Background: an optimization exercise with open tools, aiming at small area and a short achievable clock period. Do not read the settings as production practice. In this exercise RTL edits were held to simulation tests only and were not proved equivalent to the original. Power figures rest on the tool's default switching activity, not on a simulated workload.

==> flow/design.v <==
`default_nettype none
package fir_pkg;
  localparam int NUM_TAPS  = 15;
  localparam int NUM_COEF  = 8;    
  localparam int NUM_PAIRS = 7;    
  localparam int SAMPLE_W    = 20;
  localparam int COEF_W      = 16;
  localparam int PAIR_W      = 21;   
  localparam int PROD_W      = 37;   
  localparam int ACC_W       = 40;   
  localparam int COEF_ADDR_W = 3;
  localparam int LATENCY = 3;
  typedef logic [SAMPLE_W-1:0]    sample_t;
  typedef logic [COEF_W-1:0]      coef_t;
  typedef logic [COEF_ADDR_W-1:0] coef_addr_t;
  typedef logic [PAIR_W-1:0]      pair_t;
  typedef logic [PROD_W-1:0]      prod_t;
  typedef logic [ACC_W-1:0]       acc_t;
endpackage
`default_nettype wire
`timescale 1ns/100ps
`default_nettype none
module fold_delay_line (
  input  logic              clk,
  input  logic              rst_n,
  input  logic              in_valid,
  input  fir_pkg::sample_t  in_data,
  output logic              pair_valid,
  output fir_pkg::pair_t [fir_pkg::NUM_COEF-1:0] pair_sums
);
  fir_pkg::sample_t taps [fir_pkg::NUM_TAPS];
  logic shifted;
  always_ff @(posedge clk) begin
    if (!rst_n) begin
      for (int k = 0; k < fir_pkg::NUM_TAPS; k++) begin
        taps[k] <= '0;
      end
    end else if (in_valid) begin
      taps[0] <= in_data;
      for (int k = 1; k < fir_pkg::NUM_TAPS; k++) begin
        taps[k] <= taps[k-1];
      end
    end
  end
  always_ff @(posedge clk) begin
    if (!rst_n) begin
      shifted    <= 1'b0;
      pair_valid <= 1'b0;
    end else begin
      shifted    <= in_valid;
      pair_valid <= shifted;   
    end
  end
  always_ff @(posedge clk) begin
    if (!rst_n) begin
      for (int k = 0; k < fir_pkg::NUM_COEF; k++) begin
        pair_sums[k] <= '0;
      end
    end else if (shifted) begin
      for (int k = 0; k < fir_pkg::NUM_PAIRS; k++) begin
        pair_sums[k] <= fir_pkg::pair_t'(taps[k])
                      + fir_pkg::pair_t'(taps[fir_pkg::NUM_TAPS-1-k]);
      end
      pair_sums[fir_pkg::NUM_PAIRS] <= fir_pkg::pair_t'(taps[fir_pkg::NUM_PAIRS]);
    end
  end
endmodule
`default_nettype wire
`timescale 1ns/100ps
`default_nettype none
module coef_bank (
  input  logic                 clk,
  input  logic                 rst_n,
  input  logic                 coef_wr,
  input  fir_pkg::coef_addr_t  coef_addr,
  input  fir_pkg::coef_t       coef_data,
  output fir_pkg::coef_t [fir_pkg::NUM_COEF-1:0] coefs
);
  logic [fir_pkg::NUM_COEF-1:0] wr_sel;
  for (genvar k = 0; k < fir_pkg::NUM_COEF; k++) begin : g_coef
    assign wr_sel[k] = coef_wr && (coef_addr == fir_pkg::coef_addr_t'(k));
    always_ff @(posedge clk) begin
      if (!rst_n) begin
        coefs[k] <= '0;   
      end else if (wr_sel[k]) begin
        coefs[k] <= coef_data;
      end
    end
  end
endmodule
`default_nettype wire
`timescale 1ns/100ps
`default_nettype none
module symmetric_mac (
  input  logic            clk,
  input  logic            rst_n,
  input  logic            pair_valid,
  input  fir_pkg::pair_t [fir_pkg::NUM_COEF-1:0] pair_sums,
  input  fir_pkg::coef_t [fir_pkg::NUM_COEF-1:0] coefs,
  output logic            out_valid,
  output fir_pkg::acc_t   out_data
);
  fir_pkg::prod_t prods [fir_pkg::NUM_COEF];
  logic           prod_valid;
  fir_pkg::acc_t  prod_sum;
  always_ff @(posedge clk) begin
    if (!rst_n) begin
      prod_valid <= 1'b0;
      out_valid  <= 1'b0;
    end else begin
      prod_valid <= pair_valid;
      out_valid  <= prod_valid;
    end
  end
  always_ff @(posedge clk) begin
    if (!rst_n) begin
      for (int k = 0; k < fir_pkg::NUM_COEF; k++) begin
        prods[k] <= '0;
      end
    end else if (pair_valid) begin
      for (int k = 0; k < fir_pkg::NUM_COEF; k++) begin
        prods[k] <= fir_pkg::prod_t'(pair_sums[k]) * fir_pkg::prod_t'(coefs[k]);
      end
    end
  end
  always_comb begin
    prod_sum = '0;
    for (int k = 0; k < fir_pkg::NUM_COEF; k++) begin
      prod_sum = prod_sum + fir_pkg::acc_t'(prods[k]);
    end
  end
  always_ff @(posedge clk) begin
    if (!rst_n) begin
      out_data <= '0;
    end else if (prod_valid) begin
      out_data <= prod_sum;   
    end
  end
endmodule
`default_nettype wire
`timescale 1ns/100ps
`default_nettype none
module fir_sym_top (
  input  logic                 clk,
  input  logic                 rst_n,
  input  logic                 in_valid,
  input  fir_pkg::sample_t     in_data,
  input  logic                 coef_wr,
  input  fir_pkg::coef_addr_t  coef_addr,
  input  fir_pkg::coef_t       coef_data,
  output logic                 out_valid,
  output fir_pkg::acc_t        out_data
);
  logic           pair_valid;
  fir_pkg::pair_t [fir_pkg::NUM_COEF-1:0] pair_sums;
  fir_pkg::coef_t [fir_pkg::NUM_COEF-1:0] coefs;
  fold_delay_line i_fold_delay_line (
    .clk        (clk),
    .rst_n      (rst_n),
    .in_valid   (in_valid),
    .in_data    (in_data),
    .pair_valid (pair_valid),
    .pair_sums  (pair_sums)
  );
  coef_bank i_coef_bank (
    .clk       (clk),
    .rst_n     (rst_n),
    .coef_wr   (coef_wr),
    .coef_addr (coef_addr),
    .coef_data (coef_data),
    .coefs     (coefs)
  );
  symmetric_mac i_symmetric_mac (
    .clk        (clk),
    .rst_n      (rst_n),
    .pair_valid (pair_valid),
    .pair_sums  (pair_sums),
    .coefs      (coefs),
    .out_valid  (out_valid),
    .out_data   (out_data)
  );
endmodule
`default_nettype wire
==> flow/run.sh <==
#!/bin/bash
# synth_recipe.tcl (not shown) runs the flow's synth.tcl, then flattens the netlist and writes it again
# the make line also repeats each setting of config.mk as NAME=value (left out here)
make -C /OpenROAD-flow-scripts/flow DESIGN_CONFIG=/design/flow/config.mk WORK_HOME=/design/flow/orfs CLKGATE_MAP_FILE= SYNTH_SCRIPT=/design/flow/synth_recipe.tcl finish
==> flow/config.mk <==
export PLATFORM = sky130hd
export DESIGN_NAME = fir_sym_top
export DESIGN_NICKNAME = fir_sym_top
export VERILOG_FILES = /design/flow/design.v
export SDC_FILE = /design/flow/constraint.sdc
export NUM_CORES = 4
export LEC_CHECK = 0
export CAP_MARGIN = 20
export CORE_MARGIN = 2
export CORE_UTILIZATION = 40
export SLEW_MARGIN = 20
==> flow/constraint.sdc <==
create_clock -name core_clock -period 9.0 [get_ports {clk}]
set_input_delay 1.8000 -clock core_clock [delete_from_list [all_inputs] [get_ports {clk}]]
set_output_delay 1.8000 -clock core_clock [all_outputs]
set_load 0.01 [all_outputs]
==> impl_metrics.ini <==
[worst_setup_path]
endpoint = i_symmetric_mac.out_data[35]$_SDFFE_PN0P_
path_max_fanout = 6
r2r_start = i_symmetric_mac.prods[1][0]$_SDFFE_PN0P_
path_delay_family = compound AO/OA/AOI/OAI gates
crit_path_start = i_symmetric_mac.prods[1][0]$_SDFFE_PN0P_
cp_data_arrival_time_ps = 8610
crit_cells = 29
slowest_stage = fa_1
start_kind = register
path_buf_inv = 2
cp.required_ps = 9610
cp-end-kind = register
r2r_end = i_symmetric_mac.out_data[35]$_SDFFE_PN0P_
reg2reg_slack_ps = 1000
reg2reg_depth = 29
cpPeakStageDelay_ps = 550
worstSetupPathType = reg -> reg

[min_path]
min_path_type = reg -> reg
hp-start = i_fold_delay_line.pair_sums[79]$_SDFFE_PN0P_

[synthesis]
ys_top_cells_by_area = fa_1 (35%), dfxtp_1 (14%), ha_1 (10%), inv_1 (7.3%), nand2_1 (6.7%)
syn_avg_cell_area_sq_um = 8.94
yosysUniqueCellTypes = 84
yosysMostFrequentCell = inv_1
async_flop_share = 0
ys_top_cells_by_count = inv_1 (2571), nand2_1 (2341), fa_1 (2288)
ys_ff_latch = 934
yosys.area.top_type = fa_1
synth_top_area_frac = 0.347
netlist_instances = 14763
yosysSeqAreaShare = 0.142
synth_warnings = 5
synth_edf_count = 0
synthFlopType = dfxtp_1
synthesis.nets = 18187
syn_area_sq_um = 132000

[timing]
fmax_ghz = 0.125
tns_ps = 0
fin_skew_ps = 54.5
holdWs_ps = 462
setup_viol = 0
slew_viol_final = 0
final_hold_viol_count = 0
worst_pin_slew_ps = 1160
period_minus_slack_ps = 8000
rsz0062_at_grt = false
timing.final.ws_setup_ps = 999
relSlewSlack = 0.229
post-route-period-util = 0.889

[detailed_routing]
drt_iter0_markers = 7852
finalWirelength_um = 414000
ant_nets = 0
via_per_inst = 5.23
routedWlPerCell_um = 22.0
drc = 0
drtPass1Iterations = 6
vias = 98646

[pwr]
ir_worst_vdd_uv = 186
powerDensity_nw_per_um2 = 70.7
leakagePower_nw = 63.0
p_int_w = 0.00731
seqPwrFrac = 0.432
power.switching_w = 0.00266
comb_power_share = 0.068
p_clk_frac = 0.500
switching_share = 0.267

[clocking]
cts.sinks = 934
cts_buffer_depth = 3
cts-hold-fix-buffers = 0
cts_tree = done
cts_made_buffers = 109
insertion_delay_ps = 780
cts_resized = 0
post-cts-setup-buffer-count = 0
root_buffer = clkbuf_16
clk_pin_slew_ps = 60
h-tree-depth = 3

[floorplan]
placement_rows = 210
die_h_um = 578
fp.dieArea_sq_um = 335000
start_util = 0.403
ioPinCount = 84
core_area_sq_um = 328000
die_x_um = 578

[placed_design]
io_buffer_count = 83
place_hpwl_um = 331000
place_worst_setup_slack_ps = 1190
routabilityCongestion = 0.949

[grt]
first_global_vias = 99638
overflow = 0
antenna_found_initial = 38
grt_max_degree = 237
grtUsageTotal = 0.250
grt_pass1_wl_um = 630000

[final_layout]
layout.nets = 17831
postLayoutCoreUtil = 0.430
syn2layout_area_growth_pct = 6.83
drive_gt1_frac = 0.0310

[flow_run]
maxCapViolations = 0

[outcome]
outcome = finished clean
-- state kept, by name, indices dropped and copies added, names as in the netlist, 40 cells and up --
signal / count
i_coef_bank.coefs: 128
i_fold_delay_line.pair_sums: 167
i_fold_delay_line.taps: 300
i_symmetric_mac.out_data: 40
i_symmetric_mac.prods: 295
-- placed cells by master (no fill, tap or decap), types with 56 or more instances in the layout --
cell type        count
nor3_1              69
nor2_1             250
ha_1              1093
and2_1             956
o21ai_0            356
fa_1              2288
nand2b_1            57
clkdlybuf4s50_1     72
o21bai_1            64
a31oi_1             56
buf_4              189
nand3_1            105
nand2_1           2339
inv_1             2570
dfxtp_1            931
xnor2_1            256
a21oi_1            412
nor2b_1            642
a21o_1             217
a21boi_0           148
xor2_1             144
mux2i_1            543
clkbuf_16          111
-- metrics by stage --
stage	total power, W	cell area, sq um	cells
floorplan	0.00474	132000	14763
global placement	0.00506	137000	18641
detailed placement	0.00507	137000	18642
CTS	0.0100	141000	18848
global route	0.0102	141000	18853
finish	0.00997	141000	18861
-- cell type report --
cell class,count,area [sq um]
Antenna cell,13,32.5
Inverter,2575,9670
Sequential cell,934,18700
Multi-Input combinational cell,10509,101000
Fill cell,32529,187000
Timing Repair Buffer,278,2330
Tap cell,4346,5440
Clock buffer,154,3160
Clock inverter,52,815
-- routing by layer --
layer  part of all wire  wire length [um]  GRT usage  up-vias
li1                   -                 -          -    44757
met2               0.46            191000      0.402     2863
met3              0.062             25700     0.0319      527
met4              0.041             16900     0.0924       16
met1               0.44            181000      0.344    50483
met5            0.00027               112          0        -
-- power by group through the flow --
stage | registers [W] | clock network, W | logic [W]
2_1_floorplan | 0.00429 | 0 | 0.000447
3_3_place_gp | 0.00440 | 0 | 0.000667
3_5_place_dp | 0.00440 | 0 | 0.000669
4_1_cts | 0.00431 | 0.00504 | 0.000671
5_1_grt | 0.00431 | 0.00521 | 0.000715
6_report | 0.00431 | 0.00498 | 0.000679
-- cells by family (layout without fill, tap and decap cells) --
kind of cell	count (synthesis)	count (layout)	synth area share
compound gates	1568	1568	0.0768
xor+xnor	401	401	0.0266
fa+ha+maj	3381	3381	0.451
buf+inv	3320	3059	0.0946
flops	934	934	0.142
mux	544	544	0.0413
other cells	0	13	0
simple gates	4615	4615	0.168
-- worst min path at each step --
| stage | to | slack (ps) | cells after the start |
|---|---|---|---|
| 2_1_floorplan | i_symmetric_mac.prods[2][23]$_SDFFE_PN0P_ | 430 | 2 |
| 3_3_place_gp | i_symmetric_mac.prods[2][24]$_SDFFE_PN0P_ | 440 | 2 |
| 3_5_place_dp | i_fold_delay_line.pair_sums[79]$_SDFFE_PN0P_ | 450 | 2 |
| 4_1_cts | i_fold_delay_line.pair_sums[79]$_SDFFE_PN0P_ | 460 | 2 |
| 5_1_grt | i_symmetric_mac.prods[2][24]$_SDFFE_PN0P_ | 490 | 2 |
| 6_report | i_fold_delay_line.pair_sums[79]$_SDFFE_PN0P_ | 460 | 2 |
-- tightest hold or removal path: cells and delay by family, from the launching register on --
kind,cells,cell delay (ps)
flops,1,320
simple gates,1,50
compound gates,1,60

-- static timing again, ports no longer ideal --
How much do the figures lean on ideal ports? The routed layout below was timed once more, with nothing changed but the port constraints. Step 1 assumes that a clkbuf_16 drives the clock port and a buf_2 every other input. Step 2 adds t to the input delays and takes it off the output delays; t is the mean of the earliest and latest rising clock arrival at the registers after step 1. Input paths then give back, and output paths get back, about the clock's delay inside the block. Three values: no drivers, after step 1, after step 2; two values: the first two.
t (ns): 0.847
slack for setup (ns): 0.999 / 0.999 / 0.999
latest minus earliest clock arrival (ns): 0.055 / 0.055
pins driven straight from the clock port: 1
After both steps this run still meets setup and hold. For this run, drivers alone change the setup slack by 0.000 ns; drivers and shift together by 0.000 ns.
